Background: an optimization exercise with open tools, aiming at small area, a short achievable clock period and few clock cycles. Do not read the settings as production practice.
Only simulation tests tie the RTL to the original design; equivalence was not proved.
Power figures rest on the tool's default switching activity, not on a simulated workload.

### flow/flow/run.sh
#!/bin/bash
set -euo pipefail
bash standard.sh BUFFER_PORTS_ARGS="-buffer_cell sky130_fd_sc_hd__buf_1" finish > make_finish.log 2>&1
### flow/standard.sh
#!/bin/bash
# synth_recipe.tcl (not shown) runs the flow's synth.tcl, then flattens the netlist and writes it again
# the make line also repeats each setting of config.mk as NAME=value (left out here)
make -C /OpenROAD-flow-scripts/flow DESIGN_CONFIG=/design/flow/config.mk WORK_HOME=/design/flow/orfs CLKGATE_MAP_FILE= SYNTH_SCRIPT=/design/flow/synth_recipe.tcl "${@:-finish}"
### flow/config.mk
export PLATFORM = sky130hd
export DESIGN_NAME = dcache_port
export DESIGN_NICKNAME = dcache_port
export VERILOG_FILES = /design/flow/design.v
export SDC_FILE = /design/flow/constraint.sdc
export NUM_CORES = 4
export LEC_CHECK = 0
export CAP_MARGIN = 20
export CORE_MARGIN = 2
export CORE_UTILIZATION = 40
export CTS_BUF_LIST = sky130_fd_sc_hd__clkbuf_8
export SETUP_SLACK_MARGIN = 2.8
export SLEW_MARGIN = 20
export TNS_END_PERCENT = 0
### flow/constraint.sdc
create_clock -name core_clock -period 6.5 [get_ports {clk}]
set_input_delay 1.3000 -clock core_clock [delete_from_list [all_inputs] [get_ports {clk}]]
set_output_delay 1.3000 -clock core_clock [all_outputs]
set_load 0.01 [all_outputs]
### flow/design.v
`timescale 1ns/1ps
`default_nettype none
module dcache_port (
    input  logic        clk,
    input  logic        rstn,
    input  logic        req_valid,
    input  logic [63:0] req_address,
    input  logic [63:0] req_value,
    input  logic [1:0]  req_op,
    input  logic [1:0]  req_size,
    input  logic        req_unsigned,
    input  logic [3:0]  req_amo,
    output logic        req_ready,
    output logic        resp_valid,
    output logic [63:0] resp_value,
    output logic        ex_valid,
    output logic        ex_cause,
    output logic [63:0] ex_tval,
    output logic        ar_valid,
    output logic [63:0] ar_addr,
    input  logic        ar_ready,
    input  logic        r_valid,
    input  logic [63:0] r_data,
    output logic        aw_valid,
    output logic [63:0] aw_addr,
    input  logic        aw_ready,
    output logic        w_valid,
    output logic [63:0] w_data,
    output logic [7:0]  w_strb,
    input  logic        w_ready,
    input  logic        b_valid
);
    logic busy_q;    
    logic ex_q;      
    logic arp_q;     
    logic rw_q;      
    logic awp_q;     
    logic wp_q;      
    logic bw_q;      
    logic calc_q;    
    logic mm_q;      
    logic        ld_q;
    logic [63:0] addr_q;
    logic [63:0] val_q;     
    logic [63:0] old_q;     
    logic [7:0]  o1_q;                   
    logic        f1_q, f2_q, f4_q;       
    logic        sx_q;                   
    logic        sub_q, add_q, kp_q, kg_q, kv_q, sgn_q, max_q;   
    logic        cause_q;
    logic is_load, is_store, misal;
    assign is_load  = req_op == 2'd0;
    assign is_store = req_op == 2'd1;
    always_comb begin
        unique case (req_size)
            2'd0: misal = 1'b0;
            2'd1: misal = req_address[0];
            2'd2: misal = |req_address[1:0];
            default: misal = |req_address[2:0];
        endcase
    end
    logic rdone, done, acc, acc_rd, acc_st, amo_rd;
    assign rdone      = rw_q & r_valid;
    assign amo_rd     = rdone & ~ld_q;
    assign resp_valid = (rdone & ld_q) | (bw_q & b_valid);
    assign done       = resp_valid | ex_q;
    assign req_ready  = ~busy_q | done;
    assign acc        = req_valid & req_ready;
    assign acc_rd     = acc & ~misal & ~is_store;
    assign acc_st     = acc & ~misal & is_store;
    assign ex_valid = ex_q;
    assign ex_cause = cause_q;
    assign ex_tval  = addr_q;
    logic [63:0] addr_out;
    assign addr_out = (arp_q | awp_q) ? addr_q : req_address;
    assign ar_valid = arp_q | acc_rd;
    assign ar_addr  = addr_out;
    assign aw_valid = awp_q | acc_st;
    assign aw_addr  = addr_out;
    logic [7:0]  lb [8];
    logic [7:0]  sg, o1;
    logic        f1, f2, f4;
    logic [7:0]  b0, b1, b2, b3;
    logic        ext;
    logic [63:0] aligned;
    always_comb begin
        for (int k = 0; k < 8; k++) lb[k] = r_data[8*k +: 8];
        o1 = o1_q & {8{rw_q}};
        f1 = f1_q & rw_q;
        f2 = f2_q & rw_q;
        f4 = f4_q & rw_q;
        for (int k = 0; k < 8; k++) begin
            sg[k] = o1[k] & ~f1_q;
            if (k % 2 == 1) sg[k] = sg[k] | (o1[k-1] & f1_q & ~f2_q);
            if (k % 4 == 3) sg[k] = sg[k] | (o1[k-3] & f2_q & ~f4_q);
            sg[k] = sg[k] & sx_q;
        end
        b0 = '0; b1 = '0; b2 = '0; b3 = '0; ext = 1'b0;
        for (int k = 0; k < 8; k++) begin
            b0  |= lb[k] & {8{o1[k]}};
            ext |= lb[k][7] & sg[k];
        end
        for (int k = 0; k < 4; k++) b1 |= lb[2*k+1] & {8{o1[2*k]}};
        for (int k = 0; k < 2; k++) begin
            b2 |= lb[4*k+2] & {8{o1[4*k]}};
            b3 |= lb[4*k+3] & {8{o1[4*k]}};
        end
        aligned[7:0]   = b0;
        aligned[15:8]  = (b1 & {8{f1}}) | {8{ext & ~f1_q}};
        aligned[31:16] = ({b3, b2} & {16{f2}}) | {16{ext & ~f2_q}};
        aligned[63:32] = (r_data[63:32] & {32{f4}}) | {32{ext & ~f4_q}};
    end
    assign resp_value = aligned | (old_q & {64{~rw_q}});
    logic [63:0] wsrc;
    logic [1:0]  wsize;
    logic [2:0]  woff;
    logic [7:0]  strb_base;
    assign wsrc  = ~wp_q ? req_value : mm_q ? old_q : val_q;
    assign wsize = wp_q ? {f2_q, (f1_q & ~f2_q) | f4_q} : req_size;
    assign woff  = wp_q ? addr_q[2:0] : req_address[2:0];
    always_comb begin
        unique case (wsize)
            2'd0: begin w_data = {8{wsrc[7:0]}};  strb_base = 8'h01; end
            2'd1: begin w_data = {4{wsrc[15:0]}}; strb_base = 8'h03; end
            2'd2: begin w_data = {2{wsrc[31:0]}}; strb_base = 8'h0f; end
            default: begin w_data = wsrc;         strb_base = 8'hff; end
        endcase
    end
    assign w_strb  = strb_base << woff;
    assign w_valid = wp_q | acc_st;
    logic        sub, word, lt_u, lt, take_old, is_add, c32, c64;
    logic [63:0] pg_p, pg_g, cy, lres, alu;
    assign sub  = sub_q;
    assign word = f2_q & ~f4_q;
    assign pg_p = old_q ^ val_q;
    assign pg_g = old_q & val_q;
    always_comb begin
        logic [63:0] gg, pp;
        gg = pg_g;
        pp = pg_p;
        gg[0] = pg_g[0] | (pg_p[0] & sub);
        for (int l = 0; l < 6; l++)
            for (int j = 0; j < 64; j++)
                if (j[l]) begin
                    gg[j] = gg[j] | (pp[j] & gg[((j >> l) << l) - 1]);
                    pp[j] = pp[j] & pp[((j >> l) << l) - 1];
                end
        cy  = {gg[62:0], sub};
        c64 = gg[63];
    end
    assign c32  = cy[32];
    assign lt_u = word ? ~c32 : ~c64;
    always_comb begin
        logic so, sv;
        so = word ? old_q[31] : old_q[63];
        sv = word ? ~val_q[31] : ~val_q[63];
        lt = (sgn_q & (so ^ sv)) ? so : lt_u;
    end
    assign take_old = lt ^ max_q;
    assign is_add   = add_q;
    always_comb begin
        lres = (pg_p & {64{kp_q}}) | (pg_g & {64{kg_q}}) | (val_q & {64{kv_q}})
             | (~val_q & {64{sub_q}});
    end
    assign alu = is_add ? pg_p ^ cy : lres;
    logic acc_inv, d_add, d_kp, d_kg, d_sgn, d_max;
    assign acc_inv = req_op == 2'd2
                   & (req_amo[3] | (req_amo[2] & req_amo[0]) | (req_amo[2] & req_amo[1]));
    assign d_add   = req_amo == 4'd1;
    assign d_kp    = req_amo == 4'd2 || req_amo == 4'd4;
    assign d_kg    = req_amo == 4'd3 || req_amo == 4'd4;
    assign d_sgn   = req_amo == 4'd5 || req_amo == 4'd6;
    assign d_max   = req_amo == 4'd6 || req_amo == 4'd8;
    always_ff @(posedge clk or negedge rstn) begin
        if (!rstn) begin
            busy_q <= 1'b0;
            ex_q   <= 1'b0;
            arp_q  <= 1'b0;
            rw_q   <= 1'b0;
            awp_q  <= 1'b0;
            wp_q   <= 1'b0;
            bw_q   <= 1'b0;
            calc_q <= 1'b0;
            mm_q   <= 1'b0;
        end else begin
            busy_q <= acc | (busy_q & ~done);
            ex_q   <= acc & misal;
            arp_q  <= ar_valid & ~ar_ready;
            rw_q   <= acc_rd | (rw_q & ~r_valid);
            awp_q  <= (aw_valid & ~aw_ready) | amo_rd;
            wp_q   <= (w_valid & ~w_ready) | calc_q;
            bw_q   <= acc_st | amo_rd | (bw_q & ~b_valid);
            calc_q <= amo_rd;
            if (acc) mm_q <= 1'b0;
            else if (calc_q) mm_q <= sub & take_old;
        end
    end
    always_ff @(posedge clk) begin
        if (acc) begin
            ld_q    <= is_load;
            addr_q  <= req_address;
            o1_q    <= 8'd1 << req_address[2:0];
            f1_q    <= req_size != 2'd0;
            f2_q    <= req_size[1];
            f4_q    <= req_size == 2'd3;
            sx_q    <= ~(req_unsigned & is_load);
            sub_q   <= acc_inv;
            add_q   <= d_add;
            kp_q    <= d_kp;
            kg_q    <= d_kg;
            kv_q    <= ~(acc_inv | d_add | d_kp | d_kg);
            sgn_q   <= d_sgn;
            max_q   <= d_max;
            cause_q <= ~is_load;
        end
        if (acc) val_q <= req_value ^ {64{acc_inv}};
        else if (calc_q) val_q <= alu;
        if (amo_rd) old_q <= aligned;
    end
endmodule
`default_nettype wire
==> reports/metrics.csv, run 1 <==
metric;value;unit
Die W;215;um
simple-gate share of the synthesized area;9.14;%
fin nets;2560;
Synth area leader;edfxtp_1;
Skew-Pair Late Insertion Delay;620;ps
H-tree lvl count;2;
worst slack, placed;1680;ps
Final Hold Fails;0;
Period minus WS final;4230;ps
final core area utilization;48.5;%
RSZ-0062 raised after global routing;yes;
final-report setup violation count;0;
Final Cycle Share;65.0;%
largest net degree at the start of global routing;91;
non-filler cells, final;2913;
synthesized area;17800;um2
setup slack after layout;2270;ps
vias;18500;
antenna viol nets, final;0;
Cell Chain, Critical Path;buf_8 -> a22oi_2 -> a41o_1 -> o221ai_2 -> buf_4 -> nand3_4 -> o21ai_1 -> a21o_1 -> buf_1;
Overall Power;5.83;mW
1st-iter DRT viols;2443;
relative slew slack;24.4;%
Chip Height;215;um
# DRC;0;
largest family of logic cells by synthesized area;compound AO/OA/AOI/OAI gates;
synth warn;2;
root buffer cell;clkbuf_8;
core area;44000;um2
fillers;4238;
routed len/inst;30.4;um
initial antenna violation count;18;
Post-Synth Adder-Cell Area;5.29;%
top-count cell post-synth;edfxtp_1;
Initial Util;40.4;%
hold depth;1;
critical path class;in2out;
total congestion overflow;0;
Final GP Congestion;0.994;
CTS sink count;222;
number of slew-limit violations in the final report;0;
Hold Slack;516;ps
pwr dens;273;nW/um2
ys async rst share;4.05;%
post-DP HPWL;64.9;mm
setup TNS;0;ps
port bufs;543;
max-cap violations;0;
DR pass1 iterations;9;
first-pass GRT wire length;125;mm
deepest clock path buffer count;3;
fin area;21400;um2
critical path capture point type;primary output;
routed wire length;88.6;mm
share of the synthesized area in the top cell type;36.0;%
Crit path max-delay family;compound AO/OA/AOI/OAI gates;
Post-synth EDFFs;213;
top_reg_cell synth;edfxtp_1;
post-synthesis compound-gate area fraction;27.8;%
Netlist cell types;79;
max frequency;237;MHz
Slew @ Worst Pin;1130;ps
synth cell count leaders;edfxtp_1, nand2_1, a21oi_1, o21ai_0;
clock skew;37.7;ps
Peak VDD IR;0.000148;V
sequential area share after synthesis;37.3;%
max incr delay on CP;300;ps
Synth Instances;1852;
row cnt;77;
post-synthesis xor/xnor area fraction;5.22;%
multiplexer share of the synthesized area;8.94;%
DIE AREA;46100;um2
leak pwr;7.95;nW
dpl cells;2801;
flops & latches, synth;222;
CP startpoint kind;primary input;
Num CTS Buffers;42;
synthesis-to-finish area growth;20.2;%
R2R cell count;16;
outcome;timing/DRC/antenna clean;
Synthesized Nets;2132;
mean post-synth cell area;9.60;um2
# IOs;544;
top cells by area, synth;edfxtp_1, a21o_1, ha_1;
CP arrival;2930;ps
critical path required time;5200;ps
Worst-path clk slew;70;ps
CP bufs+invs;3;
Hold Crit Class;reg2reg;
Worst path depth;9;
vias in the first global route;17100;
peak fanout along the critical path;8;
Worst path slowest cell;a41o_1;
GR Util All Layers;36.7;%
area of placed instances;19700;um2
vias per cell;6.37;
CTS tree;built;
layout cell share with drive strength beyond 1;13.3;%
-- per-layer routing --
layer  track usage (%)  routed length, um  vias to the layer above
met4              14.5               3970                       12
met2              60.5              41400                     1283
met5                 0                 78                        -
li1                  -                  -                     7982
met1              46.2              33900                     9063
met3              9.09               9240                      209
-- final cells by class --
cell class                 count  area [um2]  area share (%)
timing repair inverter         1        8.76          0.0410
sequential                   222        6630            31.0
antenna                        8        20.0          0.0937
inverter                      28         123           0.574
clock buffer                  45         619            2.90
clock inverter                32         218            1.02
multi-input combinational   1397       10400            48.5
tap                          592         741            3.47
timing repair buffer         588        2650            12.4
-- flip-flops by register name (all words and copies together) (netlist names), 8 cells and up --
signal	flops
old_q	64
val_q	64
o1_q	8
addr_q	64
-- cells by family after synthesis --
logic type,count (synthesis)
AO/OA/AOI/OAI,709
AND/OR/NAND/NOR,359
buffers and inverters,235
flip-flops,222
multiplexers,150
XOR/XNOR,106
adder cells (fa/ha/maj),71
-- where the power goes --
group	switching [mW]	internal, mW	total [mW]
combinational	1.56	0.875	2.44
clock	0.710	0.735	1.44
sequential	0.157	1.80	1.95
total	2.43	3.41	5.83
-- worst paths after layout --
| kind | endpoint | from | slack (ps) |
|---|---|---|---|
| setup / recovery | resp_value[21] | r_data[31] | 2270 |
| max in group asynchronous | mm_q | rstn | 5380 |
| hold reg to reg | wp_q | calc_q | 520 |
| min in group asynchronous | wp_q | rstn | 660 |
| hold / removal | wp_q | calc_q | 520 |
| setup reg to reg | val_q[33] | val_q[0] | 2400 |
-- what timing repair did --
action / CTS / global route
cloned: 6 / 0
hold buffers: 0 / 0
buffers inserted: 18 / 3
resized for setup: 137 / 22
setup endpoints to repair: 313 / 287
pin swaps: 10 / 8
-- cell usage in the layout (no fill, tap or decap), types with 15 or more instances in the layout --
cell type  instances
nand3_1           19
a21o_1           119
xnor2_1           37
o2111a_1          26
ha_1              64
buf_4             36
xor2_1            69
mux2_2            69
a222oi_1          29
a21oi_1          144
nand2_1          163
mux2i_1           78
a221oi_1          55
a211oi_1          15
edfxtp_1         213
inv_1             31
nor3_1            15
o21ai_0          131
clkbuf_8          45
buf_1            501
nor2_1            80
buf_2             34
a22oi_1           43
Testbench counts, summed over its fixed seeds: cycles 15,767.
==> run 2: changes to the inputs <==
--- a/flow/config.mk
+++ b/flow/config.mk
@@ -9,6 +9,6 @@
 export CORE_MARGIN = 2
 export CORE_UTILIZATION = 40
 export CTS_BUF_LIST = sky130_fd_sc_hd__clkbuf_8
-export SETUP_SLACK_MARGIN = 2.8
+export SETUP_SLACK_MARGIN = 2.5
 export SLEW_MARGIN = 20
 export TNS_END_PERCENT = 0
==> reports/metrics.csv, run 2 <==
metric;value;unit
Hold Slack;520;ps
Chip Height;215;um
synthesized area;17800;um2
Final Hold Fails;0;
CP startpoint kind;primary input;
fin nets;2560;
relative slew slack;24.8;%
logic gate share of total power;41.8;%
CTS sink count;222;
Worst path slowest cell;a41o_1;
row cnt;77;
number of slew-limit violations in the final report;0;
Final Cycle Share;64.7;%
Synth area leader;edfxtp_1;
max-cap violations;0;
setup TNS;0;ps
deepest clock path buffer count;3;
initial antenna violation count;16;
Hold Crit Start;calc_q;
outcome;timing/DRC/antenna clean;
critical path capture point type;primary output;
clock skew;34.7;ps
RSZ-0062 raised after global routing;yes;
FF-to-FF End;val_q[33];
share of the synthesized area in the top cell type;36.0;%
top-count cell post-synth;edfxtp_1;
non-filler cells, final;2912;
max incr delay on CP;300;ps
vias in the first global route;17100;
Hold Crit Class;reg2reg;
DR pass1 iterations;8;
antenna viol nets, final;0;
Slew @ Worst Pin;1130;ps
internal power component;3.41;mW
routed wire length;88.6;mm
synth warn;2;
Peak VDD IR;0.000148;V
Cell Chain, Critical Path;buf_8 -> a22oi_2 -> a41o_1 -> o221ai_2 -> buf_4 -> nand3_4 -> o21ai_1 -> a21o_1 -> buf_1;
critical path required time;5200;ps
# IOs;544;
Skew-Pair Late Insertion Delay;620;ps
pwr dens;273;nW/um2
Netlist cell types;79;
total congestion overflow;0;
layout cell share with drive strength beyond 1;13.3;%
Crit path max-delay family;compound AO/OA/AOI/OAI gates;
register area;6630;um2
critical path class;in2out;
mean post-synth cell area;9.60;um2
Hold EP;wp_q;
Die W;215;um
max frequency;238;MHz
DIE AREA;46100;um2
Top Registers;addr_q (64), old_q (64), val_q (64);
Post-synth EDFFs;213;
top_reg_cell synth;edfxtp_1;
fillers;4232;
post-DP HPWL;64.9;mm
flop-to-flop setup slack;2560;ps
synth cell count leaders;edfxtp_1, nand2_1, a21oi_1, o21ai_0;
R2R cell count;16;
ys async rst share;4.05;%
hold depth;1;
Final GP Congestion;0.994;
1st-iter DRT viols;2430;
core area;44000;um2
Num CTS Buffers;42;
synthesis-to-finish area growth;20.2;%
# DRC;0;
switching part of the total power;41.6;%
sequential share of power;33.5;%
routed len/inst;30.4;um
CTS tree;built;
final-report setup violation count;0;
flops & latches, synth;222;
Synthesized Nets;2132;
peak fanout along the critical path;8;
Synth Instances;1852;
Multi-input gate area;10400;um2
port bufs;543;
sequential area share after synthesis;37.3;%
Initial Util;40.4;%
GR Util All Layers;36.7;%
largest net degree at the start of global routing;91;
Switch Pwr;2.43;mW
CP arrival;2910;ps
H-tree lvl count;2;
first-pass GRT wire length;124;mm
vias per cell;6.39;
leak pwr;7.95;nW
commonest non-fill, non-tap cell in the layout;buf_1;
Clock Power Share;24.8;%
dpl cells;2801;
root buffer cell;clkbuf_8;
most frequent cells in the layout;buf_1, edfxtp_1, nand2_1;
CP bufs+invs;3;
top cells by area, synth;edfxtp_1, a21o_1, ha_1;
worst reg2reg startpoint;old_q[0];
Worst-path clk slew;70;ps
vias;18600;
Period minus WS final;4210;ps
==> run 2: logic make-up (layout without fill, tap and decap cells) <==
logic type | after synthesis | after routing | synth area share [%]
AO/OA/AOI/OAI | 709 | 709 | 27.8
AND/OR/NAND/NOR | 359 | 361 | 9.14
buffers and inverters | 235 | 694 | 6.34
flip-flops | 222 | 222 | 37.3
multiplexers | 150 | 150 | 8.94
XOR/XNOR | 106 | 106 | 5.22
adder cells (fa/ha/maj) | 71 | 71 | 5.29
other | 0 | 7 | 0
==> run 2: worst max-delay path by stage <==
| stage | from | to | cells after the start |
|---|---|---|---|
| after global routing | r_data[63] | resp_value[56] | 11 |
| after CTS | r_data[54] | resp_value[6] | 5 |
| after detailed placement | r_valid | aw_valid | 10 |
| final | r_data[31] | resp_value[21] | 9 |
| after global placement | r_data[55] | resp_value[31] | 8 |
| after floorplan | r_valid | val_q[0] | 6 |
==> run 2: routing by layer <==
layer / share of wire, % / vias to the layer above / GRT usage (%)
met5: 0.045 / - / 0
met4: 4.7 / 6 / 14.1
met3: 10 / 228 / 8.70
met2: 47 / 1307 / 60.4
met1: 38 / 9087 / 46.6
li1: - / 7968 / -
==> run 2: what timing repair did <==
item	4_1_cts	5_1_grt
pin swaps	10	8
gates resized for setup	135	25
hold endpoints to repair	0	0
gates cloned	6	0
hold buffers	0	0
endpoints found under the setup margin	245	213
setup buffers	18	3
==> run 2: cell type report <==
type / count / area share (%)
Antenna cell: 7 / 0.0820
Clock buffer: 45 / 2.90
Clock inverter: 32 / 1.02
Inverter: 28 / 0.574
Multi-Input combinational cell: 1397 / 48.5
Sequential cell: 222 / 31.0
Tap cell: 592 / 3.47
Timing Repair Buffer: 588 / 12.4
Timing Repair inverter: 1 / 0.0410
==> run 2: power by group through the flow <==
| stage | clock (mW) | sequential, mW | combinational [mW] |
|---|---|---|---|
| 3_3_place_gp | 0 | 2.00 | 2.21 |
| 5_1_grt | 1.51 | 1.97 | 2.60 |
| 2_1_floorplan | 0 | 1.93 | 1.56 |
| 6_report | 1.44 | 1.95 | 2.44 |
| 4_1_cts | 1.46 | 1.94 | 2.38 |
| 3_5_place_dp | 0 | 2.00 | 2.24 |
==> run 2: per-stage QoR <==
stage          util, %  area [um2]  total power [mW]  setup WS, ps
5_1_grt           48.5       21400              6.07          2240
6_report          48.5       21400              5.83          2290
3_3_place_gp      44.8       19700              4.21          1700
2_1_floorplan        -       17800              3.49          1920
3_5_place_dp      44.8       19700              4.24          1680
4_1_cts           48.3       21200              5.78          2310
==> run 2: worst register-to-register path, delay by kind of cell (launching register included) <==
kind | cells | cell delay [ps]
buffers and inverters | 3 | 330
DFF | 1 | 460
adders and majority gates | 3 | 1020
and+or+nand+nor | 4 | 520
AOI/OAI and AO/OA | 6 | 1310
==> run 3: changes to the inputs <==
--- a/flow/config.mk
+++ b/flow/config.mk
@@ -11,4 +11,4 @@
 export CTS_BUF_LIST = sky130_fd_sc_hd__clkbuf_8
 export SETUP_SLACK_MARGIN = 2.5
 export SLEW_MARGIN = 20
-export TNS_END_PERCENT = 0
+export TNS_END_PERCENT = 10
==> reports/metrics.csv, run 3 <==
metric;value;unit
outcome;timing/DRC/antenna clean;
# IOs;544;
setup TNS;0;ps
H-tree lvl count;2;
# DRC;0;
RSZ-0062 raised after global routing;yes;
synth cell count leaders;edfxtp_1, nand2_1, a21oi_1, o21ai_0;
port bufs;543;
synth warn;2;
pwr dens;275;nW/um2
number of slew-limit violations in the final report;0;
largest net degree at the start of global routing;73;
post-DP HPWL;65.8;mm
vias;18800;
worst reg2reg startpoint;o1_q[6];
sequential share of power;32.4;%
Overall Power;6.02;mW
flops & latches, synth;222;
CTS sink count;222;
Clock Power Share;26.1;%
sequential area share after synthesis;37.3;%
antenna viol nets, final;0;
routed len/inst;30.7;um
fin nets;2605;
DR pass1 iterations;8;
Netlist cell types;79;
logic gate share of total power;41.5;%
Synth Instances;1852;
critical path capture point type;primary output;
CP arrival;2990;ps
Period minus WS final;4290;ps
Post-synth EDFFs;213;
Final Hold Fails;0;
final-report setup violation count;0;
top_reg_cell synth;edfxtp_1;
GR Util All Layers;37.1;%
Hold Crit Class;reg2reg;
critical path required time;5200;ps
mean post-synth cell area;9.60;um2
relative slew slack;29.9;%
synthesis-to-finish area growth;23.0;%
synthesized area;17800;um2
max frequency;233;MHz
ys async rst share;4.05;%
top cells by area, synth;edfxtp_1, a21o_1, ha_1;
max-cap violations;0;
commonest non-fill, non-tap cell in the layout;buf_1;
Synthesized Nets;2132;
deepest clock path buffer count;3;
first-pass GRT wire length;125;mm
DIE AREA;46100;um2
routed wire length;90.9;mm
total congestion overflow;0;
Switch Pwr;2.48;mW
most frequent cells in the layout;buf_1, edfxtp_1, nand2_1;
layout cell share with drive strength beyond 1;15.4;%
Hold Slack;538;ps
critical path class;in2out;
row cnt;77;
Final Cycle Share;66.0;%
origin of the worst setup path;r_data[47];
switching part of the total power;41.3;%
Chip Height;215;um
Final GP Congestion;0.989;
top-count cell post-synth;edfxtp_1;
CTS tree;built;
root buffer cell;clkbuf_8;
CP startpoint kind;primary input;
peak fanout along the critical path;16;
clock skew;28.3;ps
Top Registers;addr_q (64), old_q (64), val_q (64);
vias per cell;6.37;
Hold Crit Start;bw_q;
Skew-Pair Late Insertion Delay;650;ps
Num CTS Buffers;43;
1st-iter DRT viols;2804;
Peak VDD IR;0.000147;V
initial antenna violation count;16;
internal power component;3.54;mW
Synth area leader;edfxtp_1;
Slew @ Worst Pin;1050;ps
leak pwr;8.22;nW
share of the synthesized area in the top cell type;36.0;%
Worst-path clk slew;70;ps
vias in the first global route;17300;
Die W;215;um
Initial Util;40.4;%
core area;44000;um2
[run 3: timing repair]
| action | 4_1_cts | 5_1_grt |
|---|---|---|
| cloned | 5 | 4 |
| endpoints found under the setup margin | 207 | 178 |
| gates resized for setup | 127 | 62 |
| pin swaps | 13 | 12 |
| buffers inserted | 38 | 19 |
| hold buffers | 0 | 0 |
[run 3: area by class of cell]
type                            count  area (um2)
Fill cell                        4232       22200
Timing Repair Buffer              629        2980
Sequential cell                   222        6630
Timing Repair inverter              2        22.5
Antenna cell                        7        17.5
Inverter                           28         135
Clock inverter                     30         256
Multi-Input combinational cell   1399       10400
Tap cell                          592         741
Clock buffer                       47         647
[run 3: per-stage QoR]
stage | cell area, um2 | instances | utilization (%) | setup slack, ps
2_1_floorplan | 17800 | 1852 | - | 1920
3_3_place_gp | 19800 | 2806 | 44.9 | 1770
3_5_place_dp | 19800 | 2806 | 44.9 | 1700
4_1_cts | 21400 | 2926 | 48.7 | 2150
5_1_grt | 21900 | 2955 | 49.7 | 2170
6_report | 21900 | 2956 | 49.7 | 2210
[run 3: cell families (layout without fill, tap and decap cells)]
kind of cell	after synthesis	after routing	share of synthesized area [%]
DFF	222	222	37.3
and+or+nand+nor	359	362	9.14
AOI/OAI and AO/OA	709	709	27.8
other	0	7	0
muxes	150	151	8.94
adders and majority gates	71	71	5.29
buffers and inverters	235	736	6.34
xor gates and xnor gates	106	106	5.22
[run 3: worst max-delay path: stages]
cell,delay (ps)
buf_4,130
a22oi_2,60
a41o_1,300
o221ai_4,180
nand2_2,110
nor2_4,190
bufbuf_16,320
a21o_1,130
a21o_1,100
buf_1,160
[run 3: layer usage]
| metal | wire length (um) | track usage [%] |
|---|---|---|
| met5 | 23 | 0 |
| met4 | 4450 | 17.4 |
| met3 | 9300 | 7.73 |
| met2 | 42100 | 59.9 |
| met1 | 35000 | 47.6 |
[run 3: worst paths after layout]
check | depth (start not counted) | to | slack (ps)
setup / recovery | 10 | resp_value[50] | 2210
hold / removal | 1 | bw_q | 540
setup reg to reg | 25 | old_q[16] | 2410
hold reg to reg | 1 | bw_q | 540
max in group asynchronous | 1 | mm_q | 5280
min in group asynchronous | 1 | wp_q | 680
[run 3: power by group through the flow]
stage	registers (mW)	clock network (mW)	logic, mW
4_1_cts	1.95	1.58	2.36
3_5_place_dp	2.00	0	2.24
3_3_place_gp	2.00	0	2.22
5_1_grt	1.96	1.63	2.65
2_1_floorplan	1.93	0	1.56
6_report	1.95	1.57	2.50
==> run 4: changes to the inputs <==
--- a/flow/design.v
+++ b/flow/design.v
@@ -213,8 +213,8 @@
             max_q   <= d_max;
             cause_q <= ~is_load;
         end
-        if (acc) val_q <= req_value ^ {64{acc_inv}};
-        else if (calc_q) val_q <= alu;
+        if (acc) val_q <= req_value;
+        else if (calc_q || (amo_rd && sub)) val_q <= alu;
         if (amo_rd) old_q <= aligned;
     end
 endmodule
--- a/flow/config.mk
+++ b/flow/config.mk
@@ -11,4 +11,4 @@
 export CTS_BUF_LIST = sky130_fd_sc_hd__clkbuf_8
 export SETUP_SLACK_MARGIN = 2.5
 export SLEW_MARGIN = 20
-export TNS_END_PERCENT = 10
+export TNS_END_PERCENT = 0
==> reports/metrics.csv, run 4 <==
metric;value;unit
# IOs;544;
dpl cells;2825;
Cell Chain, Critical Path;buf_1 -> a22o_1 -> a221oi_1 -> o21ai_2 -> a21o_1 -> buf_1;
Period minus WS final;4260;ps
flop-to-flop setup slack;2750;ps
critical path required time;5200;ps
Post-synth EDFFs;213;
max incr delay on CP;740;ps
top_reg_cell synth;edfxtp_1;
ys async rst share;4.05;%
peak fanout along the critical path;3;
Synth Instances;1875;
top cells by area, synth;edfxtp_1, o21ai_0, a21oi_1;
first-pass GRT wire length;115;mm
Synth area leader;edfxtp_1;
H-tree lvl count;2;
core area;43000;um2
vias;18200;
initial antenna violation count;20;
deepest clock path buffer count;3;
clock skew;38.5;ps
Top Registers;addr_q (64), old_q (64), val_q (64);
Chip Height;212;um
hold depth;1;
Hold EP;bw_q;
DR pass1 iterations;8;
R2R cell count;13;
pwr dens;277;nW/um2
Final Cycle Share;65.5;%
1st-iter DRT viols;2378;
RSZ-0062 raised after global routing;yes;
Hold Crit Class;reg2reg;
Hold Crit Start;bw_q;
Worst path slowest cell;a221oi_1;
row cnt;76;
max frequency;235;MHz
vias per cell;6.19;
worst reg2reg startpoint;old_q[0];
Netlist cell types;79;
largest net degree at the start of global routing;73;
max-cap violations;0;
Synthesized Nets;2155;
Slew @ Worst Pin;1120;ps
Num CTS Buffers;43;
Die W;212;um
CTS sink count;222;
DIE AREA;45100;um2
synth cell count leaders;edfxtp_1, o21ai_0, nand2_1, a21oi_1, nor2_1;
critical path capture point type;primary output;
crit-path most repeated cell;buf_1;
fin nets;2585;
flops & latches, synth;222;
synthesis-to-finish area growth;19.4;%
layout cell share with drive strength beyond 1;11.6;%
Final GP Congestion;1.01;
# DRC;0;
CTS tree;built;
Peak VDD IR;0.000149;V
share of the synthesized area in the top cell type;36.8;%
FF-to-FF End;val_q[27];
GR Util All Layers;35.3;%
Initial Util;40.4;%
most frequent cells in the layout;buf_1, edfxtp_1, o21ai_0;
final-report setup violation count;0;
Worst-path clk slew;60;ps
routed len/inst;28.3;um
post-DP HPWL;62.6;mm
outcome;timing/DRC/antenna clean;
root buffer cell;clkbuf_8;
port bufs;543;
non-filler cells, final;2940;
Skew-Pair Late Insertion Delay;600;ps
hold_buf cts;0;
critical path class;in2out;
commonest non-fill, non-tap cell in the layout;buf_1;
leak pwr;7.77;nW
CP arrival;2960;ps
vias in the first global route;16500;
mean post-synth cell area;9.26;um2
total congestion overflow;0;
relative slew slack;25.2;%
routed wire length;83.1;mm
synthesized area;17400;um2
number of slew-limit violations in the final report;0;
Final Hold Fails;0;
top-count cell post-synth;edfxtp_1;
setup TNS;0;ps
synth warn;2;
CP startpoint kind;primary input;
sequential area share after synthesis;38.1;%
antenna viol nets, final;0;
run 4: changes by cell type after synthesis, moves of 19 or more:
cell	previous run	this run
o21ai_0	151	187
a21oi_1	154	174
nor2_1	85	118
o2111a_1	26	1
nand2_1	167	186
xor2_1	69	28
o2111ai_1	11	35
a221oi_1	57	36
xnor2_1	37	11
run 4: where the power goes:
part           leakage (nW)  switching (mW)  total [mW]  internal, mW
combinational          5.23            1.52        2.37         0.842
sequential             2.07           0.169        1.98          1.81
clock                 0.468           0.677        1.39         0.718
run 4: layout make-up:
| cell class | instances | area (um2) |
|---|---|---|
| fillers | 4239 | 22300 |
| multi-input cells | 1419 | 9780 |
| flip-flops and latches | 222 | 6630 |
| repair buffers | 588 | 2600 |
| well taps | 585 | 732 |
| clock buffers | 48 | 661 |
| clock inverters | 31 | 161 |
| inverters | 31 | 119 |
| diodes | 16 | 40.0 |
run 4: what timing repair did:
| action | 4_1_cts | 5_1_grt |
|---|---|---|
| setup buffers | 8 | 10 |
| cloned | 0 | 2 |
| pin swaps | 0 | 12 |
| resized for setup | 23 | 88 |
| setup endpoints to repair | 182 | 219 |
run 4: worst max path at each step:
stage | from | end | slack, ps | cells past startpoint
floorplan | r_valid | val_q[0] | 1920 | 7
global placement | req_size[0] | w_data[40] | 1750 | 10
detailed placement | req_size[0] | w_data[40] | 1730 | 9
CTS | r_data[31] | resp_value[14] | 2140 | 9
global route | r_data[31] | resp_value[63] | 2220 | 11
finish | r_data[30] | resp_value[14] | 2240 | 6
run 4: worst max-delay path, delay by kind of cell:
family,cells,cell delay [ps]
buf+inv,2,270
compound gates,4,1380
run 4: per-layer routing:
| metal | routed length (um) | track usage, % | vias to the layer above |
|---|---|---|---|
| li1 | - | - | 8012 |
| met2 | 37800 | 55.1 | 1178 |
| met5 | 62 | 0 | - |
| met1 | 32000 | 46.2 | 8828 |
| met4 | 3340 | 15.1 | 10 |
| met3 | 9900 | 9.14 | 162 |
run 4: through the flow:
stage	setup slack (ps)	utilization (%)	total power [mW]	cell area (um2)	hold WS, ps
after global placement	1750	45.0	4.21	19400	482
final	2240	48.2	5.74	20700	501
after CTS	2140	47.3	5.67	20300	498
after floorplan	1920	-	3.51	17400	463
after detailed placement	1730	45.0	4.24	19400	484
after global routing	2220	48.2	6.01	20700	531
run 4: logic make-up after synthesis:
family | count (synthesis) | share of synthesized area, %
compound gates | 747 | 28.5
simple gates | 413 | 10.5
buf+inv | 234 | 6.50
flops | 222 | 38.1
mux | 149 | 9.08
fa+ha+maj | 71 | 5.42
xor+xnor | 39 | 1.97
Testbench counts of run 4, summed over its fixed seeds: cycles 15,767.
==> run 5: changes to the inputs <==
--- a/flow/design.v
+++ b/flow/design.v
@@ -72,7 +72,9 @@
     assign ex_cause = cause_q;
     assign ex_tval  = addr_q;
     logic [63:0] addr_out;
-    assign addr_out = (arp_q | awp_q) ? addr_q : req_address;
+    logic        hold_a, hold_v;
+    assign hold_a   = arp_q | awp_q | wp_q | (rw_q & ~ld_q);
+    assign addr_out = hold_a ? addr_q : req_address;
     assign ar_valid = arp_q | acc_rd;
     assign ar_addr  = addr_out;
     assign aw_valid = awp_q | acc_st;
@@ -115,7 +117,10 @@
     logic [1:0]  wsize;
     logic [2:0]  woff;
     logic [7:0]  strb_base;
-    assign wsrc  = ~wp_q ? req_value : mm_q ? old_q : val_q;
+    logic [63:0] wbase;
+    assign hold_v = wp_q | (rw_q & ~ld_q);
+    assign wbase  = hold_v ? val_q : req_value;
+    assign wsrc   = mm_q ? old_q : wbase;
     assign wsize = wp_q ? {f2_q, (f1_q & ~f2_q) | f4_q} : req_size;
     assign woff  = wp_q ? addr_q[2:0] : req_address[2:0];
     always_comb begin
@@ -191,14 +196,13 @@
             wp_q   <= (w_valid & ~w_ready) | calc_q;
             bw_q   <= acc_st | amo_rd | (bw_q & ~b_valid);
             calc_q <= amo_rd;
-            if (acc) mm_q <= 1'b0;
-            else if (calc_q) mm_q <= sub & take_old;
+            if (calc_q) mm_q <= sub & take_old;
+            else if (w_valid & w_ready) mm_q <= 1'b0;
         end
     end
     always_ff @(posedge clk) begin
         if (acc) begin
             ld_q    <= is_load;
-            addr_q  <= req_address;
             o1_q    <= 8'd1 << req_address[2:0];
             f1_q    <= req_size != 2'd0;
             f2_q    <= req_size[1];
@@ -213,9 +217,9 @@
             max_q   <= d_max;
             cause_q <= ~is_load;
         end
-        if (acc) val_q <= req_value;
-        else if (calc_q || (amo_rd && sub)) val_q <= alu;
-        if (amo_rd) old_q <= aligned;
+        addr_q <= addr_out;
+        val_q  <= (calc_q || (amo_rd && sub)) ? alu : wbase;
+        old_q  <= resp_value;
     end
 endmodule
 `default_nettype wire
--- a/flow/config.mk
+++ b/flow/config.mk
@@ -9,6 +9,6 @@
 export CORE_MARGIN = 2
 export CORE_UTILIZATION = 40
 export CTS_BUF_LIST = sky130_fd_sc_hd__clkbuf_8
-export SETUP_SLACK_MARGIN = 2.5
+export SETUP_SLACK_MARGIN = 2.0
 export SLEW_MARGIN = 20
 export TNS_END_PERCENT = 0
==> reports/metrics.csv, run 5 <==
metric;value;unit
Skew-Pair Late Insertion Delay;660;ps
top_reg_cell synth;dfxtp_1;
M2 GR Usage;59.8;%
critical path class;reg2out;
antenna viol nets, final;0;
vias;17500;
synthesis-to-finish area growth;18.8;%
CTS tree;built;
peak fanout along the critical path;36;
max frequency;207;MHz
Final GP Congestion;1.04;
Multi-input gate area;9720;um2
CP startpoint kind;flip-flop;
Peak VDD IR;0.000224;V
top-count cell post-synth;dfxtp_1;
max-cap violations;0;
Initial Util;40.4;%
CTS sink count;222;
deepest clock path buffer count;3;
Synthesized Nets;2059;
CP arrival;3530;ps
flops & latches, synth;222;
Netlist cell types;91;
fillers;3977;
fin nets;2483;
Post-synth EDFFs;21;
row cnt;72;
Synth Instances;1779;
Global Route met3 Usage;8.41;%
port bufs;543;
routed wire length;82.3;mm
largest net degree at the start of global routing;67;
pwr dens;473;nW/um2
DIE AREA;40600;um2
synthesized area;15600;um2
RSZ-0062 raised after global routing;yes;
top cells by area, synth;dfxtp_1, mux2i_1, ha_1;
mean post-synth cell area;8.77;um2
met1 GRT Util;48.0;%
Top Registers;addr_q (64), old_q (64), val_q (64);
setup TNS;0;ps
number of slew-limit violations in the final report;0;
DR pass1 iterations;9;
vias per cell;6.35;
Synth area leader;dfxtp_1;
clock skew;45.1;ps
sequential area share after synthesis;30.1;%
routed len/inst;29.8;um
Die W;201;um
Worst-path clk slew;60;ps
layout cell share with drive strength beyond 1;9.85;%
synth cell count leaders;dfxtp_1, a21oi_1, nand2_1, clkbuf_1, nor2_1;
share of the synthesized area in the top cell type;24.6;%
first-pass GRT wire length;114;mm
initial antenna violation count;10;
Overall Power;8.75;mW
# IOs;544;
Slew @ Worst Pin;1030;ps
Most Crowded Layer GR;met2;
post-DP HPWL;63.0;mm
final-report setup violation count;0;
GR Util All Layers;38.6;%
register area;4700;um2
Final Cycle Share;74.4;%
Num CTS Buffers;44;
vias in the first global route;16000;
Final Hold Fails;0;
root buffer cell;clkbuf_8;
# DRC;0;
most frequent cells in the layout;buf_1, dfxtp_1, a21oi_1;
synth warn;2;
Hold Crit Class;reg2reg;
1st-iter DRT viols;2079;
critical path required time;5200;ps
core area;38600;um2
commonest non-fill, non-tap cell in the layout;buf_1;
Cell Chain, Critical Path;inv_8 -> nor2_1 -> nor2_4 -> buf_12 -> buf_12 -> mux2i_1 -> mux2i_1 -> a21oi_1 -> a21oi_1 -> buf_1;
leak pwr;7.51;nW
total congestion overflow;0;
max incr delay on CP;580;ps
H-tree lvl count;2;
hold_buf cts;0;
ys async rst share;4.05;%
Hold Slack;503;ps
relative slew slack;29.9;%
Period minus WS final;4830;ps
Worst path slowest cell;mux2i_1;
critical path capture point type;primary output;
outcome;timing/DRC/antenna clean;
Chip Height;201;um
## run 5: logic make-up after synthesis
logic type	share of synthesized area [%]
AND/OR/NAND/NOR	10.9
flip-flops	30.1
AO/OA/AOI/OAI	28.1
multiplexers	14.0
XOR/XNOR	2.53
adder cells (fa/ha/maj)	6.03
buffers and inverters	8.29
## run 5: path summary, 6_finish.rpt
check / start / end / depth (start not counted) / slack (ps)
max: rw_q / w_data[59] / 10 / 1670
min: addr_q[39] / addr_q[39] / 1 / 500
max reg2reg: sub_q / val_q[32] / 13 / 2520
min reg2reg: addr_q[39] / addr_q[39] / 1 / 500
max in group asynchronous: rstn / wp_q / 1 / 5350
min in group asynchronous: rstn / rw_q / 1 / 670
## run 5: cell type report
| cell class | instances | area share, % |
|---|---|---|
| multi-input cells | 1301 | 52.5 |
| flip-flops and latches | 222 | 25.4 |
| repair buffers | 581 | 12.8 |
| clock buffers | 48 | 3.57 |
| well taps | 518 | 3.50 |
| inverters | 53 | 1.13 |
| clock inverters | 29 | 1.03 |
| diodes | 9 | 0.122 |
## run 5: metrics by stage
step	instances	area, um2	setup slack, ps	util [%]
floorplan	1779	15600	2260	-
CTS	2750	18500	1780	47.9
finish	2761	18500	1670	48.0
global route	2758	18500	1560	48.0
global placement	2663	17500	1540	45.3
detailed placement	2663	17500	1500	45.3
## run 5: repair_timing
action | CTS | global route
setup endpoints to repair | 256 | 138
hold endpoints to repair | 0 | 0
gates cloned | 1 | 0
resized for setup | 23 | 1
setup buffers | 9 | 2
pin swaps | 1 | 0
## run 5: per-layer routing
metal  vias up  part of all wire (%)
li1       7607                     -
met5         -                 0.023
met4         4                   7.9
met2      1200                    44
met1      8474                    38
met3       239                    10
## run 5: worst max-delay path, delay by kind of cell, from the launching register on
kind,cells,cell delay (ps)
mux,2,970
simple gates,2,360
flops,1,440
compound gates,2,330
buf+inv,4,760
## run 5: where the power goes
part | switching, mW | internal [mW]
logic | 3.10 | 1.84
registers | 0.554 | 1.79
clock network | 0.705 | 0.762
Testbench counts of run 5, summed over its fixed seeds: cycles 15,767.
==> run 6: changes to the inputs <==
--- a/flow/config.mk
+++ b/flow/config.mk
@@ -9,6 +9,6 @@
 export CORE_MARGIN = 2
 export CORE_UTILIZATION = 40
 export CTS_BUF_LIST = sky130_fd_sc_hd__clkbuf_8
-export SETUP_SLACK_MARGIN = 2.0
+export SETUP_SLACK_MARGIN = 2.5
 export SLEW_MARGIN = 20
 export TNS_END_PERCENT = 0
==> reports/metrics.csv, run 6 <==
metric;value;unit
initial antenna violation count;11;
Switch Pwr;4.50;mW
share of the synthesized area in the top cell type;24.6;%
Num CTS Buffers;45;
core area;38600;um2
max-cap violations;0;
routed wire length;86.1;mm
DIE AREA;40600;um2
# IOs;544;
layout cell share with drive strength beyond 1;15.4;%
CP bufs+invs;4;
final-report setup violation count;0;
CP startpoint kind;primary input;
first-pass GRT wire length;119;mm
CTS tree;built;
Synth Instances;1779;
max frequency;230;MHz
Crit path max-delay family;compound AO/OA/AOI/OAI gates;
internal power component;4.57;mW
Initial Util;40.4;%
row cnt;72;
routed len/inst;30.5;um
synthesis-to-finish area growth;26.3;%
H-tree lvl count;2;
sequential share of power;25.6;%
most frequent cells in the layout;buf_1, dfxtp_1, nand2_1;
CP arrival;3040;ps
Hold Slack;499;ps
root buffer cell;clkbuf_8;
CTS sink count;222;
# DRC;0;
vias per cell;6.39;
critical path required time;5200;ps
synth cell count leaders;dfxtp_1, a21oi_1, nand2_1, clkbuf_1, nor2_1;
ys async rst share;4.05;%
post-DP HPWL;63.4;mm
Period minus WS final;4340;ps
Slew @ Worst Pin;1040;ps
logic gate share of total power;58.3;%
RSZ-0062 raised after global routing;yes;
max incr delay on CP;340;ps
critical path class;in2out;
outcome;timing/DRC/antenna clean;
Final Cycle Share;66.8;%
vias in the first global route;16400;
peak fanout along the critical path;8;
Peak VDD IR;0.000223;V
crit-path most repeated cell;buf_6;
Synthesized Nets;2059;
relative slew slack;30.8;%
commonest non-fill, non-tap cell in the layout;buf_1;
Cell Chain, Critical Path;buf_6 -> a22oi_2 -> and4_1 -> o22ai_1 -> a22o_1 -> nand2_2 -> nor2_4 -> buf_6 -> buf_16 -> a221o_1 -> buf_2;
Chip Height;201;um
GR Util All Layers;40.3;%
largest net degree at the start of global routing;70;
Clock Power Share;16.1;%
fin nets;2543;
pwr dens;461;nW/um2
Skew-Pair Late Insertion Delay;650;ps
deepest clock path buffer count;3;
Worst path slowest cell;a221o_1;
top_reg_cell synth;dfxtp_1;
port bufs;543;
clock skew;37.3;ps
total congestion overflow;0;
number of slew-limit violations in the final report;0;
synthesized area;15600;um2
synth warn;2;
hold_buf cts;0;
Final GP Congestion;0.997;
antenna viol nets, final;0;
Netlist cell types;91;
DR pass1 iterations;12;
vias;18000;
Final Hold Fails;0;
leak pwr;7.98;nW
top-count cell post-synth;dfxtp_1;
mean post-synth cell area;8.77;um2
Hold Crit Class;reg2reg;
flops & latches, synth;222;
top cells by area, synth;dfxtp_1, mux2i_1, ha_1;
Post-synth EDFFs;21;
Synth area leader;dfxtp_1;
switching part of the total power;49.6;%
Worst-path clk slew;60;ps
Top Registers;addr_q (64), old_q (64), val_q (64);
setup TNS;0;ps
critical path capture point type;primary output;
sequential area share after synthesis;30.1;%
1st-iter DRT viols;2206;
Die W;201;um
-- run 6: cell counts after synthesis --
Identical to the previous run, type by type.
-- run 6: cells by family (layout without fill, tap and decap cells) --
kind of cell | Yosys count | after routing | share of synthesized area (%)
AO/OA/AOI/OAI | 612 | 613 | 28.1
other | 0 | 7 | 0
AND/OR/NAND/NOR | 370 | 371 | 10.9
adder cells (fa/ha/maj) | 71 | 71 | 6.03
buffers and inverters | 257 | 771 | 8.29
multiplexers | 202 | 202 | 14.0
XOR/XNOR | 45 | 45 | 2.53
flip-flops | 222 | 222 | 30.1
-- run 6: per-layer routing --
metal | track usage [%] | vias to the layer above | share of wire (%)
li1 | - | 7715 | -
met1 | 49.7 | 8620 | 37
met2 | 59.8 | 1356 | 42
met3 | 9.43 | 339 | 11
met4 | 32.9 | 2 | 10
met5 | 0 | - | 0.015
-- run 6: area by class of cell --
class	count	area, um2
tap	518	648
inverter	53	223
clock inverter	25	120
clock buffer	54	743
sequential	222	4710
fill	3887	18900
multi-input combinational	1302	10100
timing repair buffer	638	3170
timing repair inverter	1	8.76
antenna	7	17.5
-- run 6: path summary, 6_finish.rpt --
kind	start	to	slack [ps]	cells past startpoint
setup / recovery	r_data[63]	resp_value[55]	2160	11
hold / removal	bw_q	bw_q	500	1
setup reg to reg	sub_q	val_q[22]	2420	14
hold reg to reg	bw_q	bw_q	500	1
max in group asynchronous	rstn	rw_q	5340	1
min in group asynchronous	rstn	awp_q	670	1
-- run 6: what timing repair did --
item | in CTS | in global routing
buffers inserted | 40 | 17
setup endpoints to repair | 261 | 232
resized for setup | 132 | 39
cloned | 8 | 1
pin swaps | 18 | 9
-- run 6: power by group through the flow --
stage | sequential [mW] | clock (mW) | combinational, mW
floorplan | 2.09 | 0 | 3.35
global placement | 2.30 | 0 | 4.75
detailed placement | 2.30 | 0 | 4.77
CTS | 2.27 | 1.47 | 5.06
global route | 2.33 | 1.54 | 5.58
finish | 2.32 | 1.46 | 5.29
-- run 6: metrics by stage --
stage	util [%]	std cells	total power, mW	area [um2]	setup WS (ps)
after CTS	50.3	2795	8.80	19400	2180
after global placement	45.3	2668	7.05	17500	1440
after detailed placement	45.3	2668	7.08	17500	1380
after global routing	51.1	2817	9.44	19700	2030
after floorplan	-	1779	5.44	15600	2500
final	51.1	2820	9.07	19700	2160
==> run 7: changes to the inputs <==
--- a/flow/config.mk
+++ b/flow/config.mk
@@ -9,6 +9,6 @@
 export CORE_MARGIN = 2
 export CORE_UTILIZATION = 40
 export CTS_BUF_LIST = sky130_fd_sc_hd__clkbuf_8
-export SETUP_SLACK_MARGIN = 2.5
+export SETUP_SLACK_MARGIN = 2.2
 export SLEW_MARGIN = 20
 export TNS_END_PERCENT = 0
==> reports/metrics.csv, run 7 <==
metric;value;unit
outcome;timing/DRC/antenna clean;
CP arrival;3050;ps
Skew-Pair Late Insertion Delay;670;ps
clock skew;54.1;ps
origin of the worst setup path;rw_q;
RSZ-0062 raised after global routing;yes;
commonest non-fill, non-tap cell in the layout;buf_1;
DIE AREA;40600;um2
Hold Slack;504;ps
# IOs;544;
hold_buf cts;0;
sequential area share after synthesis;30.1;%
Slew @ Worst Pin;1080;ps
Num CTS Buffers;44;
Synth Instances;1779;
Top Registers;addr_q (64), old_q (64), val_q (64);
row cnt;72;
routed len/inst;30.1;um
peak fanout along the critical path;25;
DR pass1 iterations;6;
pwr dens;465;nW/um2
# DRC;0;
setup TNS;0;ps
1st-iter DRT viols;2202;
critical path class;reg2out;
most frequent cells in the layout;buf_1, dfxtp_1, nand2_1;
Final Hold Fails;0;
port bufs;543;
relative slew slack;26.5;%
max-cap violations;0;
initial antenna violation count;7;
Hold Crit Class;reg2reg;
Netlist cell types;91;
CP startpoint kind;flip-flop;
Final GP Congestion;1.04;
total congestion overflow;0;
Final Cycle Share;67.0;%
synth cell count leaders;dfxtp_1, a21oi_1, nand2_1, clkbuf_1, nor2_1;
Chip Height;201;um
layout cell share with drive strength beyond 1;14.4;%
Period minus WS final;4350;ps
synthesized area;15600;um2
root buffer cell;clkbuf_8;
Worst path slowest cell;dfrtp_2;
top_reg_cell synth;dfxtp_1;
CTS tree;built;
leak pwr;7.80;nW
Initial Util;40.4;%
vias per cell;6.39;
Worst-path clk slew;60;ps
mean post-synth cell area;8.77;um2
Worst path depth;9;
flops & latches, synth;222;
CTS sink count;222;
Synthesized Nets;2059;
R2R cell count;13;
Cell Chain, Critical Path;clkinv_8 -> nor2_4 -> nor2_4 -> buf_12 -> buf_12 -> mux2_2 -> o211ai_1 -> o311ai_2 -> buf_1;
Crit path max-delay family;compound AO/OA/AOI/OAI gates;
fin nets;2519;
largest net degree at the start of global routing;67;
vias in the first global route;16100;
Peak VDD IR;0.000225;V
H-tree lvl count;2;
max frequency;230;MHz
synthesis-to-finish area growth;24.0;%
antenna viol nets, final;0;
end point of the critical path;w_data[46];
deepest clock path buffer count;3;
critical path required time;5200;ps
worst reg2reg startpoint;val_q[0];
max incr delay on CP;470;ps
GR Util All Layers;38.8;%
final core area utilization;50.1;%
final-report setup violation count;0;
FF-to-FF End;val_q[32];
critical path capture point type;primary output;
core area;38600;um2
Synth area leader;dfxtp_1;
Die W;201;um
synth warn;2;
ys async rst share;4.05;%
share of the synthesized area in the top cell type;24.6;%
post-DP HPWL;63.0;mm
Overall Power;8.99;mW
vias;17900;
number of slew-limit violations in the final report;0;
top-count cell post-synth;dfxtp_1;
CP bufs+invs;4;
Post-synth EDFFs;21;
flop-to-flop setup slack;2550;ps
top cells by area, synth;dfxtp_1, mux2i_1, ha_1;
routed wire length;84.2;mm
first-pass GRT wire length;115;mm
## run 7: cell counts after synthesis
No cell type changed its count.
## run 7: layer usage
layer | track usage [%] | wire, um
met5 | 0 | 11
met4 | 26.4 | 6870
met3 | 9.39 | 9350
met2 | 60.1 | 37100
met1 | 47.7 | 30800
## run 7: how the worst min path moves through the flow
stage               startpoint    endpoint  cells past startpoint
global placement          bw_q        bw_q                      1
floorplan                 bw_q        bw_q                      1
CTS                       bw_q        bw_q                      1
detailed placement        bw_q        bw_q                      1
finish              addr_q[39]  addr_q[39]                      1
global route              bw_q        bw_q                      1
## run 7: worst register-to-register path, stage by stage (launching register included)
cell and delay [ps]:
dfxtp_1 430, inv_1 90, fa_1 410, inv_1 90, fa_1 320, a211oi_1 150
o21a_1 260, a2111oi_2 580, o31a_1 400, nor2_1 100, inv_1 240, fa_1 470
o211ai_1 170, o21ai_0 100
## run 7: kinds of logic (layout without fill, tap and decap cells)
logic type	count (synthesis)	after routing	synth area share (%)
compound gates	612	612	28.1
simple gates	370	370	10.9
buf+inv	257	747	8.29
flops	222	222	30.1
mux	202	203	14.0
fa+ha+maj	71	71	6.03
xor+xnor	45	45	2.53
other cells	0	7	0
## run 7: area by class of cell
type / count / area (um2)
Inverter: 53 / 219
Antenna cell: 7 / 17.5
Multi-Input combinational cell: 1301 / 10000
Tap cell: 518 / 648
Timing Repair inverter: 1 / 6.26
Timing Repair Buffer: 616 / 2880
Sequential cell: 222 / 4700
Clock inverter: 29 / 190
Fill cell: 3895 / 19200
Clock buffer: 48 / 661
## run 7: through the flow
stage                     worst slack, ps  instances  instance area [um2]
after detailed placement             1500       2663                17500
final                                2150       2795                19300
after global placement               1540       2663                17500
after floorplan                      2260       1779                15600
after global routing                 2110       2793                19300
after CTS                            1870       2753                18500
## run 7: timing repair
action,4_1_cts,5_1_grt
pin swaps,1,14
endpoints found under the setup margin,279,198
resized for setup,33,128
buffers inserted,11,29
cloned,2,6
## run 7: report_power, final
| part | switching (mW) | internal (mW) |
|---|---|---|
| sequential | 0.552 | 1.79 |
| combinational | 3.19 | 1.97 |
| clock | 0.717 | 0.762 |
| total | 4.46 | 4.53 |
==> run 8: changes to the inputs <==
--- a/flow/design.v
+++ b/flow/design.v
@@ -46,8 +46,7 @@
     logic [7:0]  o1_q;                   
     logic        f1_q, f2_q, f4_q;       
     logic        sx_q;                   
-    logic        sub_q, add_q, kp_q, kg_q, kv_q, sgn_q, max_q;   
-    logic        cause_q;
+    logic        sub_q, add_q, kp_q, kg_q, sgn_q, max_q;   
     logic is_load, is_store, misal;
     assign is_load  = req_op == 2'd0;
     assign is_store = req_op == 2'd1;
@@ -69,7 +68,7 @@
     assign acc_rd     = acc & ~misal & ~is_store;
     assign acc_st     = acc & ~misal & is_store;
     assign ex_valid = ex_q;
-    assign ex_cause = cause_q;
+    assign ex_cause = ~ld_q;
     assign ex_tval  = addr_q;
     logic [63:0] addr_out;
     logic        hold_a, hold_v;
@@ -164,7 +163,7 @@
     assign take_old = lt ^ max_q;
     assign is_add   = add_q;
     always_comb begin
-        lres = (pg_p & {64{kp_q}}) | (pg_g & {64{kg_q}}) | (val_q & {64{kv_q}})
+        lres = (pg_p & {64{kp_q}}) | (pg_g & {64{kg_q}}) | (val_q & {64{~(sub_q | add_q | kp_q | kg_q)}})
              | (~val_q & {64{sub_q}});
     end
     assign alu = is_add ? pg_p ^ cy : lres;
@@ -212,10 +211,8 @@
             add_q   <= d_add;
             kp_q    <= d_kp;
             kg_q    <= d_kg;
-            kv_q    <= ~(acc_inv | d_add | d_kp | d_kg);
             sgn_q   <= d_sgn;
             max_q   <= d_max;
-            cause_q <= ~is_load;
         end
         addr_q <= addr_out;
         val_q  <= (calc_q || (amo_rd && sub)) ? alu : wbase;
--- a/flow/config.mk
+++ b/flow/config.mk
@@ -9,6 +9,6 @@
 export CORE_MARGIN = 2
 export CORE_UTILIZATION = 40
 export CTS_BUF_LIST = sky130_fd_sc_hd__clkbuf_8
-export SETUP_SLACK_MARGIN = 2.2
+export SETUP_SLACK_MARGIN = 2.4
 export SLEW_MARGIN = 20
 export TNS_END_PERCENT = 0
==> reports/metrics.csv, run 8 <==
metric;value;unit
Post-synth EDFFs;19;
Die W;201;um
antenna viol nets, final;0;
critical path class;in2out;
row cnt;72;
fin nets;2552;
Num CTS Buffers;43;
outcome;timing/DRC/antenna clean;
hold_buf cts;0;
H-tree lvl count;2;
Netlist cell types;80;
number of slew-limit violations in the final report;0;
# DRC;0;
deepest clock path buffer count;3;
vias;17600;
Final GP Congestion;0.952;
Initial Util;40.3;%
R2R cell count;15;
final-report setup violation count;0;
fin area;19300;um2
CP arrival;3010;ps
ys async rst share;4.09;%
synth cell count leaders;dfxtp_1, a21oi_1, nor2_1, nand2_1, clkbuf_1;
root buffer cell;clkbuf_8;
FF-to-FF End;val_q[33];
Chip Height;201;um
Hold Crit Start;bw_q;
synthesized area;15500;um2
DR pass1 iterations;6;
top-count cell post-synth;dfxtp_1;
clock skew;37.6;ps
flops & latches, synth;220;
Skew-Pair Late Insertion Delay;630;ps
flop-to-flop setup slack;2450;ps
Synth Instances;1811;
Peak VDD IR;0.000244;V
peak fanout along the critical path;16;
vias in the first global route;16400;
port bufs;543;
sequential area share after synthesis;30.0;%
max frequency;232;MHz
core area;38400;um2
Hold Crit Class;reg2reg;
Worst-path clk slew;50;ps
synthesis-to-finish area growth;24.6;%
# IOs;544;
routed wire length;80.6;mm
CP startpoint kind;primary input;
vias per cell;6.22;
layout cell share with drive strength beyond 1;14.4;%
top cells by area, synth;dfxtp_1, mux2_2, a21oi_1;
Synthesized Nets;2091;
Top Registers;addr_q (64), old_q (64), val_q (64);
pwr dens;481;nW/um2
CTS tree;built;
top_reg_cell synth;dfxtp_1;
relative slew slack;32.4;%
max-cap violations;0;
DIE AREA;40200;um2
area of placed instances;17400;um2
commonest non-fill, non-tap cell in the layout;buf_1;
post-DP HPWL;60.8;mm
critical path required time;5200;ps
total congestion overflow;0;
Hold EP;bw_q;
1st-iter DRT viols;2083;
GR Util All Layers;38.2;%
critical path capture point type;primary output;
final core area utilization;50.2;%
worst reg2reg startpoint;sub_q;
most frequent cells in the layout;buf_1, dfxtp_1, a21oi_1;
Slew @ Worst Pin;1010;ps
hold depth;1;
leak pwr;7.78;nW
synth warn;2;
routed len/inst;28.5;um
Period minus WS final;4310;ps
first-pass GRT wire length;113;mm
setup TNS;0;ps
Final Cycle Share;66.3;%
largest net degree at the start of global routing;84;
CTS sink count;220;
RSZ-0062 raised after global routing;yes;
Final Hold Fails;0;
share of the synthesized area in the top cell type;24.9;%
initial antenna violation count;15;
mean post-synth cell area;8.53;um2
Synth area leader;dfxtp_1;
[run 8: cell types whose count changed after synthesis, sizes merged, moves of 17 or more]
| cell | delta |
|---|---|
| nand3 | +23 |
| mux2i | -32 |
| a222oi | -17 |
| o2111ai | -21 |
| nor2 | +20 |
| a21oi | +33 |
[run 8: how the worst max path moves through the flow]
stage / cells after the start / slack, ps / endpoint / start
after floorplan: 6 / 2450 / w_strb[5] / req_size[0]
after global placement: 9 / 1520 / resp_value[49] / r_data[39]
after detailed placement: 9 / 1470 / resp_value[41] / r_data[39]
after CTS: 11 / 2240 / resp_value[40] / r_data[15]
after global routing: 11 / 2170 / w_data[50] / rw_q
final: 9 / 2190 / resp_value[19] / r_data[15]
[run 8: layout make-up]
cell class                 count  area (um2)
tap                          518         648
clock inverter                18         170
antenna                        7        17.5
inverter                      58         218
sequential                   220        4650
multi-input combinational   1339        9940
fill                        3831       19100
clock buffer                  61         840
timing repair buffer         610        2780
[run 8: repair_timing]
| item | in CTS | in global routing |
|---|---|---|
| setup endpoints to repair | 258 | 240 |
| pin swaps | 11 | 4 |
| cloned | 5 | 0 |
| buffers inserted | 34 | 10 |
| gates resized for setup | 97 | 23 |
[run 8: metal layers]
layer,global-route usage (%),wire length (um)
met4,27.0,6260
met1,45.9,29800
met3,8.60,8270
met2,60.5,36200
met5,0,67
[run 8: logic make-up (layout without fill, tap and decap cells)]
logic type      count (synthesis)  in the layout  share of synthesized area [%]
compound gates                624            624                           27.8
xor+xnor                       51             51                           2.89
fa+ha+maj                      71             71                           6.09
buf+inv                       255            747                           7.84
flops                         220            220                           30.0
mux                           187            189                           13.5
other cells                     0              7                              0
simple gates                  403            404                           11.9
[run 8: worst max-delay path: stages]
cell and delay (ps):
buf_8 110, a22oi_2 160, and4_1 230, o22ai_1 70
a22o_2 260, buf_4 140, nand3_4 190, o221ai_1 310
buf_1 220
[run 8: stage by stage]
step                setup slack (ps)  hold WS, ps  power, mW  instances
floorplan                       2450          463       5.55       1811
finish                          2190          505       9.26       2831
global placement                1520          479       7.18       2695
CTS                             2240          500       9.07       2814
global route                    2170          536       9.69       2829
detailed placement              1470          482       7.22       2696
[run 8: power by group]
group          leakage [nW]  internal [mW]  switching (mW)
sequential             1.91           1.78           0.527
clock                 0.552          0.956           0.710
combinational          5.32           2.05            3.23
Testbench counts of run 8, summed over its fixed seeds: cycles 15,767.
==> run 9: changes to the inputs <==
--- a/flow/config.mk
+++ b/flow/config.mk
@@ -9,6 +9,6 @@
 export CORE_MARGIN = 2
 export CORE_UTILIZATION = 40
 export CTS_BUF_LIST = sky130_fd_sc_hd__clkbuf_8
-export SETUP_SLACK_MARGIN = 2.4
+export SETUP_SLACK_MARGIN = 2.2
 export SLEW_MARGIN = 20
 export TNS_END_PERCENT = 0
==> reports/metrics.csv, run 9 <==
metric;value;unit
most frequent cells in the layout;buf_1, dfxtp_1, a21oi_1;
DR pass1 iterations;8;
synthesized area;15500;um2
Die W;201;um
port bufs;543;
Post-Synth Adder-Cell Area;6.09;%
top cells by area, synth;dfxtp_1, mux2_2, a21oi_1;
H-tree lvl count;2;
fin nets;2529;
Final Hold Fails;0;
row cnt;72;
CTS tree;built;
final-report setup violation count;0;
antenna viol nets, final;0;
simple-gate share of the synthesized area;11.9;%
register area;4650;um2
routed wire length;80.1;mm
vias in the first global route;16200;
synth cell count leaders;dfxtp_1, a21oi_1, nor2_1, nand2_1, clkbuf_1;
total congestion overflow;0;
Chip Height;201;um
vias;17600;
CP arrival;3100;ps
post-synthesis compound-gate area fraction;27.8;%
fillers;3953;
Peak VDD IR;0.000270;V
Cell Chain, Critical Path;nor2b_4 -> nor2_4 -> buf_12 -> buf_4 -> buf_4 -> buf_4 -> mux2i_4 -> mux2_4 -> buf_4 -> a21oi_1 -> buf_1;
routed len/inst;28.5;um
core area;38400;um2
layout cell share with drive strength beyond 1;12.1;%
root buffer cell;clkbuf_8;
CP bufs+invs;6;
deepest clock path buffer count;3;
outcome;timing/DRC/antenna clean;
number of slew-limit violations in the final report;0;
mean post-synth cell area;8.53;um2
Synth Instances;1811;
Worst path slowest cell;edfxtp_1;
crit-path most repeated cell;buf_4;
top_reg_cell synth;dfxtp_1;
share of the synthesized area in the top cell type;24.9;%
Hold Crit Class;reg2reg;
Final GP Congestion;1.05;
post-synthesis xor/xnor area fraction;2.89;%
Initial Util;40.3;%
synth warn;2;
Final Cycle Share;67.7;%
Worst-path clk slew;60;ps
leak pwr;7.51;nW
critical path class;reg2out;
CP startpoint kind;flip-flop;
Post-synth EDFFs;19;
# IOs;544;
Multi-input gate area;9930;um2
max frequency;227;MHz
fin area;18800;um2
RSZ-0062 raised after global routing;yes;
synthesis-to-finish area growth;21.4;%
multiplexer share of the synthesized area;13.5;%
Netlist cell types;80;
Top Registers;addr_q (64), old_q (64), val_q (64);
# DRC;0;
Crit path max-delay family;buffers and inverters;
max incr delay on CP;440;ps
setup slack after layout;2100;ps
CTS sink count;220;
1st-iter DRT viols;2038;
largest net degree at the start of global routing;86;
flop-to-flop setup slack;2290;ps
pwr dens;477;nW/um2
vias per cell;6.28;
top-count cell post-synth;dfxtp_1;
largest family of logic cells by synthesized area;compound AO/OA/AOI/OAI gates;
post-DP HPWL;60.3;mm
commonest non-fill, non-tap cell in the layout;buf_1;
area of placed instances;17400;um2
Synthesized Nets;2091;
Period minus WS final;4400;ps
critical path required time;5200;ps
flops & latches, synth;220;
ys async rst share;4.09;%
first-pass GRT wire length;113;mm
peak fanout along the critical path;6;
Skew-Pair Late Insertion Delay;650;ps
worst slack, placed;1470;ps
DIE AREA;40200;um2
initial antenna violation count;9;
sequential area share after synthesis;30.0;%
relative slew slack;31.9;%
Slew @ Worst Pin;1020;ps
setup TNS;0;ps
GR Util All Layers;38.0;%
clock skew;52.1;ps
max-cap violations;0;
critical path capture point type;primary output;
Num CTS Buffers;43;
Synth area leader;dfxtp_1;
==> run 9: where the power goes <==
part,internal [mW],switching [mW],leakage (nW)
Combinational,1.99,3.20,5.11
Clock,0.731,0.683,0.491
Sequential,1.78,0.566,1.91
==> run 9: metrics by stage <==
step | hold slack, ps | power [mW] | util (%) | cells
after floorplan | 463 | 5.55 | - | 1811
after detailed placement | 485 | 7.23 | 45.3 | 2695
final | 494 | 8.96 | 48.9 | 2807
after global placement | 476 | 7.18 | 45.3 | 2695
after CTS | 498 | 8.80 | 48.6 | 2796
after global routing | 503 | 9.37 | 48.9 | 2803
==> run 9: layout make-up <==
| cell class | count | share of cell area, % |
|---|---|---|
| Multi-Input combinational cell | 1339 | 52.9 |
| Sequential cell | 220 | 24.8 |
| Timing Repair Buffer | 587 | 13.2 |
| Clock buffer | 49 | 3.59 |
| Tap cell | 518 | 3.45 |
| Inverter | 58 | 1.16 |
| Clock inverter | 27 | 0.840 |
| Antenna cell | 9 | 0.120 |
==> run 9: path summary, 6_finish.rpt <==
path,from,endpoint,depth (start not counted)
max reg2reg,sub_q,val_q[33],15
min in group asynchronous,rstn,mm_q,1
min,bw_q,bw_q,1
max in group asynchronous,rstn,wp_q,1
min reg2reg,bw_q,bw_q,1
max,ld_q,w_data[48],11
==> run 9: worst register-to-register path, delay by kind of cell (launching register included) <==
kind	cells	cell delay, ps
adder cells (fa/ha/maj)	3	1100
AO/OA/AOI/OAI	6	1510
XOR/XNOR	1	150
AND/OR/NAND/NOR	2	620
buffers and inverters	3	310
flip-flops	1	480
==> run 9: per-layer routing <==
metal	track usage [%]	share of wire, %	up-vias
li1	-	-	7651
met1	45.4	37	8479
met2	59.8	45	1204
met3	8.23	9.7	285
met4	29.1	8.5	4
met5	0	0.034	-
==> run 9: timing repair <==
| item | 4_1_cts | 5_1_grt |
|---|---|---|
| endpoints found under the setup margin | 256 | 147 |
| buffers inserted | 22 | 2 |
| pin swaps | 4 | 2 |
| cloned | 3 | 0 |
| resized for setup | 50 | 16 |
| hold endpoints to repair | 0 | 0 |
| hold buffers | 0 | 0 |
==> run 9: cells by family (layout without fill, tap and decap cells) <==
logic type,after synthesis,after routing
muxes,187,188
AOI/OAI and AO/OA,624,625
and+or+nand+nor,403,404
other,0,9
buffers and inverters,255,721
DFF,220,220
adders and majority gates,71,71
xor gates and xnor gates,51,51

Check on run 9: ideal ports give 2.097 ns setup slack; a clkbuf_16 on the clock port and buf_2 on the inputs give 2.042 ns; moving port delays by the midpoint clock arrival (0.676 ns) as well gives 2.092 ns.
